From an optimization exercise on the open Yosys and OpenROAD flow, aimed at small area, a short achievable clock period and few clock cycles; shortcuts taken in it are not production practice. At most, simulation tests tie the RTL to the original design; equivalence was not proved. Power is estimated from default activity; no workload was simulated.

==> flow/design.v <==
module axi_bram2axis_amux #(
  parameter int W = 26
) (
  input  logic         sel,
  input  logic [W-1:0] a,
  input  logic [W-1:0] b,
  output logic [W-1:0] y
);
  assign y = sel ? a : b;
endmodule
module axi_bram2axis #(
  parameter int AXI_DATA_WIDTH      = 512,
  parameter int AXI_XFER_SIZE_WIDTH = 32,
  parameter int BRAM_ADDR_WIDTH     = 32,
  parameter int BRAM_DATA_WIDTH     = 512,
  parameter int BRAM_DELAY          = 2,
  parameter int FIFO_DEPTH          = BRAM_DELAY + 2
) (
  input  logic                           clk,
  input  logic                           rst,
  input  logic                           i_bs2a_start,
  output logic                           o_bs2a_done,
  input  logic [AXI_XFER_SIZE_WIDTH-1:0] i_bs2a_data_size_bytes,
  output logic                           o_bs2a_rden,
  output logic [BRAM_ADDR_WIDTH-1:0]     o_bs2a_rdaddr,
  input  logic [BRAM_DATA_WIDTH-1:0]     i_bs2a_rddata,
  output logic                           m_axis_tvalid,
  input  logic                           m_axis_tready,
  output logic [AXI_DATA_WIDTH-1:0]      m_axis_tdata,
  output logic                           m_axis_tlast
);
  localparam int NW = AXI_XFER_SIZE_WIDTH - 6;
  logic          done_q;    
  logic          rden_q;    
  logic          vld_q;     
  logic          last_q;    
  logic [NW-1:0] w_q;       
  logic [NW-1:0] rem_q;     
  logic [NW-1:0] n_in, nxt, rem_dec, addr;
  logic          go, acc, en;
  assign n_in = i_bs2a_data_size_bytes[AXI_XFER_SIZE_WIDTH-1:6];
  assign go   = i_bs2a_start && (n_in != '0);
  assign acc  = vld_q && m_axis_tready;
  assign en   = vld_q && !last_q;
  always_comb begin
    for (int i = 0; i < NW; i++) begin
      logic [NW-1:0] lo;
      lo         = (NW'(1) << i) - NW'(1);
      nxt[i]     = (en && &(w_q | ~lo)) ? ~w_q[i]   : w_q[i];
      rem_dec[i] = (&(~rem_q | ~lo))    ? ~rem_q[i] : rem_q[i];
    end
  end
  axi_bram2axis_amux #(.W(NW)) u_amux (
    .sel(m_axis_tready), .a(nxt), .b(w_q), .y(addr)
  );
  assign o_bs2a_rden   = !done_q;
  assign o_bs2a_rdaddr = BRAM_ADDR_WIDTH'(addr);
  assign o_bs2a_done   = done_q;
  assign m_axis_tvalid = vld_q;
  assign m_axis_tdata  = i_bs2a_rddata;
  assign m_axis_tlast  = last_q;
  always_ff @(posedge clk) begin
    if (rst) begin
      done_q <= 1'b1;
      rden_q <= 1'b0;
      vld_q  <= 1'b0;
    end else begin
      rden_q <= o_bs2a_rden;
      vld_q  <= rden_q && !done_q && !acc;
      if (done_q) begin
        if (go) done_q <= 1'b0;
      end else if (acc && last_q) begin
        done_q <= 1'b1;
      end
    end
  end
  always_ff @(posedge clk) begin
    if (rst || done_q) w_q <= '0;
    else if (acc)      w_q <= nxt;
  end
  always_ff @(posedge clk) begin
    if (done_q)                rem_q <= n_in;
    else if (!vld_q && rden_q) rem_q <= rem_dec;
    if (!vld_q) last_q <= (rem_q == NW'(1));
  end
endmodule
Settings: LEC_CHECK=0, CAP_MARGIN=20, CORE_AREA=5 5 385 385, CTS_BUF_LIST=sky130_fd_sc_hd__clkbuf_8, CTS_CLUSTER_DIAMETER=100, CTS_CLUSTER_SIZE=50, DIE_AREA=0 0 390 390, SETUP_SLACK_MARGIN=2.2, SLEW_MARGIN=20, SYNTH_HIERARCHICAL=1, SYNTH_MINIMUM_KEEP_SIZE=0; clock period 5.0 ns.
standard.sh (not shown) runs the stock make flow with config.mk's settings and CLKGATE_MAP_FILE= SYNTH_SCRIPT=/design/flow/synth_recipe.tcl, a recipe that flattens the netlist after the stock synthesis.
==> flow/flow/run.sh <==
#!/bin/bash
# The standard layout, with three changes:
# - the port buffers are buf_2 cells instead of the resizer's default (a slow
#   delay cell);
# - the control ports are kept together on one stretch of the bottom edge
#   (flow/pins.tcl), next to the logic between them;
# - after the standard synthesis, the read-address muxes (select m_axis_tready)
#   are rewritten as NAND2 gates (flow/nandmux.py), a faster path from the
#   select to the output with the same function.
set -euo pipefail
export BUFFER_PORTS_ARGS="-buffer_cell sky130_fd_sc_hd__buf_2"
export PRE_IO_PLACEMENT_TCL="$PWD/flow/pins.tcl"
R=orfs/results/sky130hd/axi_bram2axis/base
bash standard.sh synth > synth.log 2>&1
python3 flow/nandmux.py "$R/1_2_yosys.v" > nandmux.log 2>&1
rm -f "$R/1_synth.odb" "$R/1_synth.sdc"
bash standard.sh > standard.log 2>&1
Other scripts of this flow, unchanged in this note and not shown: flow/flow/nandmux.py, flow/flow/pins.tcl
Change:
--- a/flow/design.v
+++ b/flow/design.v
@@ -31,22 +31,28 @@
 );
   localparam int NW = AXI_XFER_SIZE_WIDTH - 6;
+  localparam int GW = 4;
+  localparam int NG = (NW + GW - 1) / GW;
   logic          done_q;    
   logic          rden_q;    
   logic          vld_q;     
   logic          last_q;    
+  logic [NG-1:0] en_q;      
   logic [NW-1:0] w_q;       
   logic [NW-1:0] rem_q;     
   logic [NW-1:0] n_in, nxt, rem_dec, addr;
-  logic          go, acc, en;
+  logic          go, acc, vld_d, last_d, en_d;
   assign n_in = i_bs2a_data_size_bytes[AXI_XFER_SIZE_WIDTH-1:6];
   assign go   = i_bs2a_start && (n_in != '0);
   assign acc  = vld_q && m_axis_tready;
-  assign en   = vld_q && !last_q;
+  assign vld_d  = rden_q && !done_q && !acc;
+  assign last_d = vld_q ? last_q : (rem_q == NW'(1));
+  assign en_d   = vld_d && !last_d;
   always_comb begin
     for (int i = 0; i < NW; i++) begin
-      logic [NW-1:0] lo;
+      logic [NW-1:0] lo, glo;
       lo         = (NW'(1) << i) - NW'(1);
-      nxt[i]     = (en && &(w_q | ~lo)) ? ~w_q[i]   : w_q[i];
-      rem_dec[i] = (&(~rem_q | ~lo))    ? ~rem_q[i] : rem_q[i];
+      glo        = lo & ~((NW'(1) << (i / GW * GW)) - NW'(1));
+      nxt[i]     = (en_q[i / GW] && &(w_q | ~glo)) ? ~w_q[i]   : w_q[i];
+      rem_dec[i] = (&(~rem_q | ~lo))               ? ~rem_q[i] : rem_q[i];
     end
   end
@@ -65,7 +71,10 @@
       rden_q <= 1'b0;
       vld_q  <= 1'b0;
+      en_q   <= '0;
     end else begin
       rden_q <= o_bs2a_rden;
-      vld_q  <= rden_q && !done_q && !acc;
+      vld_q  <= vld_d;
+      for (int g = 0; g < NG; g++)
+        en_q[g] <= en_d && &(w_q | ~((NW'(1) << (g * GW)) - NW'(1)));
       if (done_q) begin
         if (go) done_q <= 1'b0;
@@ -82,5 +91,5 @@
     if (done_q)                rem_q <= n_in;
     else if (!vld_q && rden_q) rem_q <= rem_dec;
-    if (!vld_q) last_q <= (rem_q == NW'(1));
+    last_q <= last_d;
   end
 endmodule
Outcome: Non-clock buffer count fell by 31; worst hold slack gets better by 0.0071 ns; fmax rose by 13%; via count fell by 12%; cell area fell by 7.6%; worst setup slack gets better by 0.35 ns; first-iteration DRC count fell by 26%; synthesized area fell by 0.94%; utilization fell by 0.36 points; wire length fell by 0.64%; total power rose by 28%; clock-buffer cell count rose by 5; combinational power rose by about 1%.
Testbench counts after the change, summed over its fixed seeds: cycles 13,562.
Function not checked in the first run of this note: the RTL went through the layout flow alone.

Starts from the design.v that is shown in full above.
export LEC_CHECK = 0
export CAP_MARGIN = 20
export CORE_AREA = 5 5 385 385
export CTS_BUF_LIST = sky130_fd_sc_hd__clkbuf_8
export CTS_CLUSTER_DIAMETER = 100
export CTS_CLUSTER_SIZE = 50
export DIE_AREA = 0 0 390 390
export SETUP_SLACK_MARGIN = 2.4
export SLEW_MARGIN = 20
export SYNTH_HIERARCHICAL = 1
export SYNTH_MINIMUM_KEEP_SIZE = 0
create_clock -name core_clock -period 5.0 [get_ports {clk}]
==> flow/flow/nandmux.py <==
#!/usr/bin/env python3
"""Rewrite each 2:1 mux cell that drives a read-address output in the synthesized
netlist as three NAND2 cells and a shared inverter on the select:
    X = S ? A1 : A0  ->  X = nand(nand(S, A1), nand(~S, A0))
The function is unchanged; the path from the select to the output gets
shorter than through the mux cell. Usage: nandmux.py NETLIST (rewritten in place)."""
import re
import sys

path = sys.argv[1]
text = open(path).read()
inst = re.compile(
    r"^(\s*)sky130_fd_sc_hd__mux2_\d+\s+(\S+)\s*\(\s*"
    r"\.A0\(([^()]*)\),\s*\.A1\(([^()]*)\),\s*\.S\(([^()]*)\),\s*\.X\((o_bs2a_rdaddr\[\d+\])\)\s*\);",
    re.M,
)
sel_inv = {}
wires = []
count = 0


def net(g):
    """A net name as written in a port connection; an escaped name keeps the
    space that ends it."""
    g = g.strip()
    return g + " " if g.startswith("\\") else g


def rewrite(m):
    global count
    ind, name, a0, a1, s, x = (net(g) if i else g for i, g in enumerate(m.groups()))
    key = s
    if key not in sel_inv:
        k = len(sel_inv)
        sel_inv[key] = f"nandmux_seln_{k}"
        wires.append(sel_inv[key])
        inv = f"{ind}sky130_fd_sc_hd__inv_2 nandmux_inv_{k} (\n{ind}  .A({s}),\n{ind}  .Y({sel_inv[key]})\n{ind});\n"
    else:
        inv = ""
    sn = sel_inv[key]
    n1, n0 = f"nandmux_{count}_n1", f"nandmux_{count}_n0"
    wires.extend([n1, n0])
    out = (
        inv
        + f"{ind}sky130_fd_sc_hd__nand2_1 nandmux_{count}_g1 (\n{ind}  .A({s}),\n{ind}  .B({a1}),\n{ind}  .Y({n1})\n{ind});\n"
        + f"{ind}sky130_fd_sc_hd__nand2_1 nandmux_{count}_g0 (\n{ind}  .A({sn}),\n{ind}  .B({a0}),\n{ind}  .Y({n0})\n{ind});\n"
        + f"{ind}sky130_fd_sc_hd__nand2_1 nandmux_{count}_go (\n{ind}  .A({n1}),\n{ind}  .B({n0}),\n{ind}  .Y({x})\n{ind});"
    )
    count += 1
    return out


text = inst.sub(rewrite, text)
if count:
    decl = "".join(f"  wire {w};\n" for w in wires)
    # declare the new wires right after the module header
    head = re.search(r"^module\s+axi_bram2axis\s*\([^;]*\);\n", text, re.M)
    text = text[: head.end()] + decl + text[head.end():]
open(path, "w").write(text)
print(f"rewrote {count} muxes, {len(sel_inv)} select inverters")
==> flow/flow/pins.tcl <==
# Keep the control ports on one stretch of the bottom edge.
set_io_pin_constraint -region bottom:145-245 -pin_names [get_ports {
  clk rst i_bs2a_start i_bs2a_data_size_bytes* o_bs2a_done o_bs2a_rden
  o_bs2a_rdaddr* m_axis_tvalid m_axis_tready m_axis_tlast}]
Scripts as last shown in full above: flow/flow/run.sh
Next try:
--- a/flow/design.v
+++ b/flow/design.v
@@ -30,24 +30,30 @@
   output logic                           m_axis_tlast
 );
   localparam int NW = AXI_XFER_SIZE_WIDTH - 6;
+  localparam int GW = 4;
+  localparam int NG = (NW + GW - 1) / GW;
   logic          done_q;    
   logic          rden_q;    
   logic          vld_q;     
   logic          last_q;    
+  logic [NG-1:0] en_q;      
   logic [NW-1:0] w_q;       
   logic [NW-1:0] rem_q;     
   logic [NW-1:0] n_in, nxt, rem_dec, addr;
-  logic          go, acc, en;
+  logic          go, acc, vld_d, last_d, en_d;
   assign n_in = i_bs2a_data_size_bytes[AXI_XFER_SIZE_WIDTH-1:6];
   assign go   = i_bs2a_start && (n_in != '0);
   assign acc  = vld_q && m_axis_tready;
-  assign en   = vld_q && !last_q;
+  assign vld_d  = rden_q && !done_q && !acc;
+  assign last_d = vld_q ? last_q : (rem_q == NW'(1));
+  assign en_d   = vld_d && !last_d;
   always_comb begin
     for (int i = 0; i < NW; i++) begin
-      logic [NW-1:0] lo;
+      logic [NW-1:0] lo, glo;
       lo         = (NW'(1) << i) - NW'(1);
-      nxt[i]     = (en && &(w_q | ~lo)) ? ~w_q[i]   : w_q[i];
-      rem_dec[i] = (&(~rem_q | ~lo))    ? ~rem_q[i] : rem_q[i];
+      glo        = lo & ~((NW'(1) << (i / GW * GW)) - NW'(1));
+      nxt[i]     = (en_q[i / GW] && &(w_q | ~glo)) ? ~w_q[i]   : w_q[i];
+      rem_dec[i] = (&(~rem_q | ~lo))               ? ~rem_q[i] : rem_q[i];
     end
   end
   axi_bram2axis_amux #(.W(NW)) u_amux (
@@ -64,9 +70,12 @@
       done_q <= 1'b1;
       rden_q <= 1'b0;
       vld_q  <= 1'b0;
+      en_q   <= '0;
     end else begin
       rden_q <= o_bs2a_rden;
-      vld_q  <= rden_q && !done_q && !acc;
+      vld_q  <= vld_d;
+      for (int g = 0; g < NG; g++)
+        en_q[g] <= en_d && &(w_q | ~((NW'(1) << (g * GW)) - NW'(1)));
       if (done_q) begin
         if (go) done_q <= 1'b0;
       end else if (acc && last_q) begin
@@ -81,6 +90,6 @@
   always_ff @(posedge clk) begin
     if (done_q)                rem_q <= n_in;
     else if (!vld_q && rden_q) rem_q <= rem_dec;
-    if (!vld_q) last_q <= (rem_q == NW'(1));
+    last_q <= last_d;
   end
 endmodule
Effect:
- The changed run finished with timing, DRC and antenna clean
- final area shrinks by roughly a tenth
- combinational power grows slightly
- flip-flop and latch count grows by 7
- setup slack improved by 560 ps
- global-route usage grows by 0.26 points
- wire length grows slightly
Testbench counts after the change, summed over its fixed seeds: cycles 13,562.
Function not checked in the first run of this note: the RTL went through the layout flow alone.

## port drivers added, routing unchanged
How much do the figures lean on ideal ports? The routed layouts below were timed once more, with nothing changed but the port constraints.
Step 1 (the two cells are an assumption about what drives the block):
set clk [get_ports {clk}]
set_driving_cell -lib_cell sky130_fd_sc_hd__clkbuf_16 $clk
set_driving_cell -lib_cell sky130_fd_sc_hd__buf_2 [delete_from_list [all_inputs] $clk]
Step 2 moves the port delays by t, midway between the first and last clock arrival at a register: inputs arrive t later, outputs are due t later. That takes back most of the time a late clock gives input paths.
a / b / c = no drivers / after step 1 / after step 2; a / b = the first two.
run | t (ns) | slack for setup (ns) | worst slew at a driven data input, ns | pins driven straight from the clock port
the first run of note 1 | 0.349 | 1.911 / 1.876 / 2.224 | 0.40 | 1
the second run of note 1 | 0.372 | 2.256 / 2.214 / 2.214 | 0.40 | 1
the first run of note 2 | 0.350 | 1.852 / 1.826 / 2.176 | 0.39 | 1
the second run of note 2 | 0.373 | 2.417 / 2.367 / 2.290 | 0.39 | 1
After both steps every run listed still meets setup and hold. For the second run of note 2, which loses most, drivers alone change the setup slack by -0.050 ns; drivers and shift together by -0.127 ns.
